What follows belongs to an exercise in optimizing a design on an open flow for small area, a short achievable clock period and few clock cycles; a production flow would make more cautious choices.
RTL that was checked went through simulation tests only; none was proved equivalent to the original.
Power is estimated from default activity; no workload was simulated.

==> zinc: inputs <==
// mips_core
module mips_core (
  input  logic              CLK,
  input  logic              nRST,
  output logic [34:0]       wb_req_o,
  input  logic [32:0]       wb_rsp_i,
  output logic [37:0]       retire_o,
  output logic              halt_o
);
export LEC_CHECK = 0
export CAP_MARGIN = 20
export CORE_MARGIN = 2
export CORE_UTILIZATION = 65
export PLACE_DENSITY = 0.75
export SLEW_MARGIN = 20
create_clock -name core_clock -period 10.0 [get_ports {CLK}]
standard.sh (not shown) runs the stock make flow with config.mk's settings and CLKGATE_MAP_FILE= SYNTH_SCRIPT=/design/flow/synth_recipe.tcl, a recipe that flattens the netlist after the stock synthesis.
==> flow/flow/run.sh <==
#!/bin/bash
# The standard layout (standard synthesis unchanged) with two changes:
# repair_timing aims at a larger setup margin so that it optimises the design
# below the 10 ns period, and clock tree synthesis uses clkbuf_8 clusters
# without dummy loads. Make's full output goes to standard_make.log here.
set -euo pipefail
bash standard.sh \
  SETUP_SLACK_MARGIN=6.6 \
  CTS_ARGS="-sink_clustering_enable -repair_clock_nets -dont_use_dummy_load -sink_clustering_size 25 -sink_clustering_max_diameter 70 -buf_list sky130_fd_sc_hd__clkbuf_16" \
  finish > standard_make.log 2>&1
==> delta (differences from zinc) <==
==> flow/design.v (replaced) <==
`timescale 1ns/10ps
package mips_pkg;
  typedef logic [31:0] word_t;
  typedef logic [4:0]  regbits_t;
  typedef logic [15:0] imm16_t;
  typedef enum logic [5:0] {
    RTYPE = 6'b000000,
    ADDIU = 6'b001001,
    SLTI  = 6'b001010,
    SLTIU = 6'b001011,
    ANDI  = 6'b001100,
    ORI   = 6'b001101,
    XORI  = 6'b001110,
    LUI   = 6'b001111,
    HALT  = 6'b111111
  } opcode_t;
  typedef enum logic [5:0] {
    SLL  = 6'b000000,
    SRL  = 6'b000010,
    ADDU = 6'b100001,
    SUBU = 6'b100011,
    AND  = 6'b100100,
    OR   = 6'b100101,
    XOR  = 6'b100110,
    NOR  = 6'b100111,
    SLT  = 6'b101010,
    SLTU = 6'b101011
  } funct_t;
  typedef enum logic [3:0] {
    ALU_SLL,
    ALU_SRL,
    ALU_ADD,
    ALU_SUB,
    ALU_AND,
    ALU_OR,
    ALU_XOR,
    ALU_NOR,
    ALU_SLT,
    ALU_SLTU
  } aluop_t;
  typedef struct packed {
    logic  cyc;
    logic  stb;
    logic  we;
    word_t adr;
  } wb_req_t;
  typedef struct packed {
    logic  ack;
    word_t dat;
  } wb_rsp_t;
  typedef struct packed {
    word_t pc;
    word_t instr;
  } fetch_item_t;
  typedef struct packed {
    logic     valid;
    regbits_t wsel;
    word_t    wdata;
  } retire_t;
endpackage
`timescale 1ns/10ps
`timescale 1ns/10ps
`timescale 1ns/10ps
module register_file (
  input  logic        CLK,
  input  logic        nRST,
  input  logic        wen_i,
  input  logic [4:0]  wsel_i,
  input  logic [31:0] wdat_i,
  input  logic [4:0]  rsel1_i,
  input  logic [4:0]  rsel2_i,
  output logic [31:0] rdat1_o,
  output logic [31:0] rdat2_o
);
  logic [31:0] regs [1:31];
  logic [31:1] valid;
  always_ff @(posedge CLK, negedge nRST) begin
    if (!nRST) begin
      valid <= '0;
    end else if (wen_i) begin
      valid[wsel_i] <= 1'b1;
    end
  end
  always_ff @(posedge CLK) begin
    if (wen_i) begin
      regs[wsel_i] <= wdat_i;
    end
  end
  always_comb begin
    rdat1_o = '0;
    rdat2_o = '0;
    for (int i = 1; i < 32; i++) begin
      rdat1_o = rdat1_o | ({32{(rsel1_i == 5'(i)) && valid[i]}} & regs[i]);
      rdat2_o = rdat2_o | ({32{(rsel2_i == 5'(i)) && valid[i]}} & regs[i]);
    end
  end
endmodule
`timescale 1ns/10ps
module alu (
  input  logic [31:0] a_i,
  input  logic [31:0] b_i,
  input  logic [4:0]  sh_i,
  input  logic        add_i,
  input  logic        sub_i,
  input  logic        and_i,
  input  logic        or_i,
  input  logic        xor_i,
  input  logic        nor_i,
  input  logic        slt_i,
  input  logic        sltu_i,
  input  logic        sll_i,
  input  logic        srl_i,
  output logic [31:0] out_o
);
  logic        inv;
  logic [32:0] sum;
  logic        lt, ltu;
  assign inv = sub_i | slt_i | sltu_i;
  assign sum = {1'b0, a_i} + {1'b0, b_i ^ {32{inv}}} + {32'b0, inv};
  assign ltu = !sum[32];
  assign lt  = (a_i[31] ^ b_i[31]) ? a_i[31] : sum[31];
  assign out_o = ({32{add_i | sub_i}} & sum[31:0])
               | ({32{and_i}} & (a_i & b_i))
               | ({32{or_i}}  & (a_i | b_i))
               | ({32{xor_i}} & (a_i ^ b_i))
               | ({32{nor_i}} & ~(a_i | b_i))
               | ({32{sll_i}} & (b_i << sh_i))
               | ({32{srl_i}} & (b_i >> sh_i))
               | {31'b0, (slt_i & lt) | (sltu_i & ltu)};
endmodule
`timescale 1ns/10ps
`timescale 1ns/10ps
module mips_core (
  input  logic              CLK,
  input  logic              nRST,
  output logic [34:0]       wb_req_o,
  input  logic [32:0]       wb_rsp_i,
  output logic [37:0]       retire_o,
  output logic              halt_o
);
  logic        ack;
  logic [31:0] dat;
  assign ack = wb_rsp_i[32];
  assign dat = wb_rsp_i[31:0];
  logic        run_q, done_q;
  logic [29:0] pc_q;
  logic        accept, halt_word;
  assign accept    = run_q && ack;
  assign halt_word = (dat[31:26] == 6'b111111);
  always_ff @(posedge CLK, negedge nRST) begin
    if (!nRST) begin
      run_q  <= 1'b0;
      done_q <= 1'b0;
      pc_q   <= '0;
    end else begin
      if (accept && halt_word) done_q <= 1'b1;
      run_q <= !(done_q || (accept && halt_word));
      if (accept) pc_q <= pc_q + 30'd1;
    end
  end
  assign wb_req_o = {run_q, run_q, 1'b0, pc_q, 2'b00};
  logic        ir_v_q;
  logic [31:0] ir_q;
  always_ff @(posedge CLK, negedge nRST) begin
    if (!nRST) ir_v_q <= 1'b0;
    else       ir_v_q <= accept;
  end
  always_ff @(posedge CLK) begin
    ir_q <= dat;
  end
  logic [5:0]  op, fn;
  logic [4:0]  rs, rt, rd, dst;
  logic [15:0] imm;
  logic        is_r, wr, use_imm, sext, is_lui, is_halt;
  logic        d_add, d_sub, d_and, d_or, d_xor, d_nor, d_slt, d_sltu, d_sll, d_srl;
  assign op  = ir_q[31:26];
  assign fn  = ir_q[5:0];
  assign rs  = ir_q[25:21];
  assign rt  = ir_q[20:16];
  assign rd  = ir_q[15:11];
  assign imm = ir_q[15:0];
  always_comb begin
    is_r    = (op == 6'b000000);
    use_imm = 1'b1;
    sext    = 1'b0;
    is_lui  = 1'b0;
    is_halt = (op == 6'b111111);
    wr      = 1'b1;
    {d_add, d_sub, d_and, d_or, d_xor, d_nor, d_slt, d_sltu, d_sll, d_srl} = '0;
    case (op)
      6'b000000: begin
        use_imm = 1'b0;
        case (fn)
          6'b000000: d_sll  = 1'b1;
          6'b000010: d_srl  = 1'b1;
          6'b100001: d_add  = 1'b1;
          6'b100011: d_sub  = 1'b1;
          6'b100100: d_and  = 1'b1;
          6'b100101: d_or   = 1'b1;
          6'b100110: d_xor  = 1'b1;
          6'b100111: d_nor  = 1'b1;
          6'b101010: d_slt  = 1'b1;
          6'b101011: d_sltu = 1'b1;
          default:   wr     = 1'b0;
        endcase
      end
      6'b001001: begin d_add  = 1'b1; sext = 1'b1; end
      6'b001010: begin d_slt  = 1'b1; sext = 1'b1; end
      6'b001011: begin d_sltu = 1'b1; sext = 1'b1; end
      6'b001100: d_and = 1'b1;
      6'b001101: d_or  = 1'b1;
      6'b001110: d_xor = 1'b1;
      6'b001111: begin d_or = 1'b1; is_lui = 1'b1; end
      default:   wr = 1'b0;
    endcase
  end
  assign dst = is_r ? rd : rt;
  logic        ex_wr_q, ex_halt_q;
  logic [4:0]  ex_dst_q, ex_sh_q;
  logic [31:0] ex_a_q, ex_b_q;
  logic        ex_add_q, ex_sub_q, ex_and_q, ex_or_q, ex_xor_q, ex_nor_q;
  logic        ex_slt_q, ex_sltu_q, ex_sll_q, ex_srl_q;
  logic        wb_v_q;
  logic [4:0]  wb_dst_q;
  logic [31:0] wb_dat_q;
  logic [31:0] ex_res;
  logic [31:0] rf_a, rf_b;
  register_file i_register_file (
    .CLK     (CLK),
    .nRST    (nRST),
    .wen_i   (wb_v_q),
    .wsel_i  (wb_dst_q),
    .wdat_i  (wb_dat_q),
    .rsel1_i (rs),
    .rsel2_i (rt),
    .rdat1_o (rf_a),
    .rdat2_o (rf_b)
  );
  logic        fa_ex, fa_wb, fb_ex, fb_wb;
  logic [31:0] opa, opb, imm_ext;
  assign fa_ex = ex_wr_q && (ex_dst_q == rs);
  assign fa_wb = wb_v_q  && (wb_dst_q == rs);
  assign fb_ex = ex_wr_q && (ex_dst_q == rt);
  assign fb_wb = wb_v_q  && (wb_dst_q == rt);
  always_comb begin
    if (is_lui)      opa = '0;
    else if (fa_ex)  opa = ex_res;
    else if (fa_wb)  opa = wb_dat_q;
    else             opa = rf_a;
  end
  assign imm_ext = is_lui ? {imm, 16'h0000} : {{16{sext & imm[15]}}, imm};
  always_comb begin
    if (use_imm)     opb = imm_ext;
    else if (fb_ex)  opb = ex_res;
    else if (fb_wb)  opb = wb_dat_q;
    else             opb = rf_b;
  end
  always_ff @(posedge CLK, negedge nRST) begin
    if (!nRST) begin
      ex_wr_q   <= 1'b0;
      ex_halt_q <= 1'b0;
    end else begin
      ex_wr_q   <= ir_v_q && wr && (dst != 5'd0);
      ex_halt_q <= (ir_v_q && is_halt) || ex_halt_q;
    end
  end
  always_ff @(posedge CLK) begin
    ex_dst_q  <= dst;
    ex_sh_q   <= ir_q[10:6];
    ex_a_q    <= opa;
    ex_b_q    <= opb;
    ex_add_q  <= d_add;
    ex_sub_q  <= d_sub;
    ex_and_q  <= d_and;
    ex_or_q   <= d_or;
    ex_xor_q  <= d_xor;
    ex_nor_q  <= d_nor;
    ex_slt_q  <= d_slt;
    ex_sltu_q <= d_sltu;
    ex_sll_q  <= d_sll;
    ex_srl_q  <= d_srl;
  end
  alu i_alu (
    .a_i    (ex_a_q),
    .b_i    (ex_b_q),
    .sh_i   (ex_sh_q),
    .add_i  (ex_add_q),
    .sub_i  (ex_sub_q),
    .and_i  (ex_and_q),
    .or_i   (ex_or_q),
    .xor_i  (ex_xor_q),
    .nor_i  (ex_nor_q),
    .slt_i  (ex_slt_q),
    .sltu_i (ex_sltu_q),
    .sll_i  (ex_sll_q),
    .srl_i  (ex_srl_q),
    .out_o  (ex_res)
  );
  logic halt_q;
  always_ff @(posedge CLK, negedge nRST) begin
    if (!nRST) begin
      wb_v_q <= 1'b0;
      halt_q <= 1'b0;
    end else begin
      wb_v_q <= ex_wr_q;
      if (ex_halt_q) halt_q <= 1'b1;
    end
  end
  always_ff @(posedge CLK) begin
    wb_dst_q <= ex_dst_q;
    wb_dat_q <= ex_res;
  end
  assign retire_o = {wb_v_q, wb_dst_q, wb_dat_q};
  assign halt_o   = halt_q;
endmodule
==> flow/run.sh (new file) <==
#!/bin/bash
# synth_recipe.tcl (not shown) runs the flow's synth.tcl, then flattens the netlist and writes it again
# the make line also repeats each setting of config.mk as NAME=value (left out here)
make -C /OpenROAD-flow-scripts/flow DESIGN_CONFIG=/design/flow/config.mk WORK_HOME=/design/flow/orfs CLKGATE_MAP_FILE= SYNTH_SCRIPT=/design/flow/synth_recipe.tcl finish
Settings changed: CORE_UTILIZATION 65 to 25, PLACE_DENSITY 0.75 to 0.4.
removed: flow/flow/run.sh
removed: flow/standard.sh
==> qor summary <==
quantity                                                                       zinc                      delta
Wirelength per Cell                                                         47.0 um                    42.5 um
Post-synthesis instance area                                            57100 sq um                57000 sq um
Count of clock-net buffers in the final layout                                   66                        179
Met3 track utilization from global routing                                    35.0%                      8.04%
Total design power                                                          9.32 mW                    11.8 mW
Wire length on met1                                                         76.9 mm                     127 mm
First-pass GRT wire length                                                   357 mm                     428 mm
TritonCTS sink count                                                           1275                       1213
LEAKAGE                                                                     20.6 nW                    22.1 nW
Worst clock skew on the final layout                                         111 ps                    76.7 ps
Power in sequential cells                                                   5.78 mW                    5.57 mW
Area used by sequential logic in the layout                             36000 sq um                34600 sq um
CP arrival                                                                  4020 ps                    5620 ps
Worst slew margin                                                             11.9%                      13.0%
Share of final-layout standard cells stronger than drive strength 1           16.2%                      13.3%
Routed vias                                                                   50.5k                      48.8k
Clock latency on the worst-skew pair                                         710 ps                     840 ps
TritonCTS Buffers                                                                66                        142
Routed length on met3                                                       55.6 mm                    38.7 mm
Peak supply drop                                                             203 uV                     188 uV
Pre-CTS WS                                                                  5860 ps                    5210 ps
Number of distinct library cells after synthesis                                 81                         87
Endpoint of the most critical setup path                                  ex_a_q[8]  i_register_file.valid[23]
Status                                                               finished clean             finished clean
Testbench counts of zinc, summed over its fixed seeds: cycles 36,402.
Function not checked in delta: the RTL went through the layout flow alone.

==> what the ideal ports hide <==
In the flow no input, the clock included, has a driving cell. The finished layouts below were timed again as built, in two steps. Step 1 (the two cells are an assumption about what drives the block):
set clk [get_ports {CLK}]
set_driving_cell -lib_cell sky130_fd_sc_hd__clkbuf_16 $clk
set_driving_cell -lib_cell sky130_fd_sc_hd__buf_2 [delete_from_list [all_inputs] $clk]
Step 2 moves the port delays by t, midway between the first and last clock arrival at a register: inputs arrive t later, outputs are due t later. That takes back most of the time a late clock gives input paths. Slacks: ideal / step 1 / step 2; pairs: ideal / step 1.
run	t (ns)	setup WS [ns]	worst setup path at the end	pins driven straight from the clock port
zinc	0.742	6.348 / 6.348 / 5.994	input to register	1
delta	0.893	5.109 / 5.109 / 5.109	register to register	1
After both steps setup and hold are still met in every run listed. For zinc, which loses most, drivers alone change the setup slack by 0.000 ns; drivers and shift together by -0.354 ns.
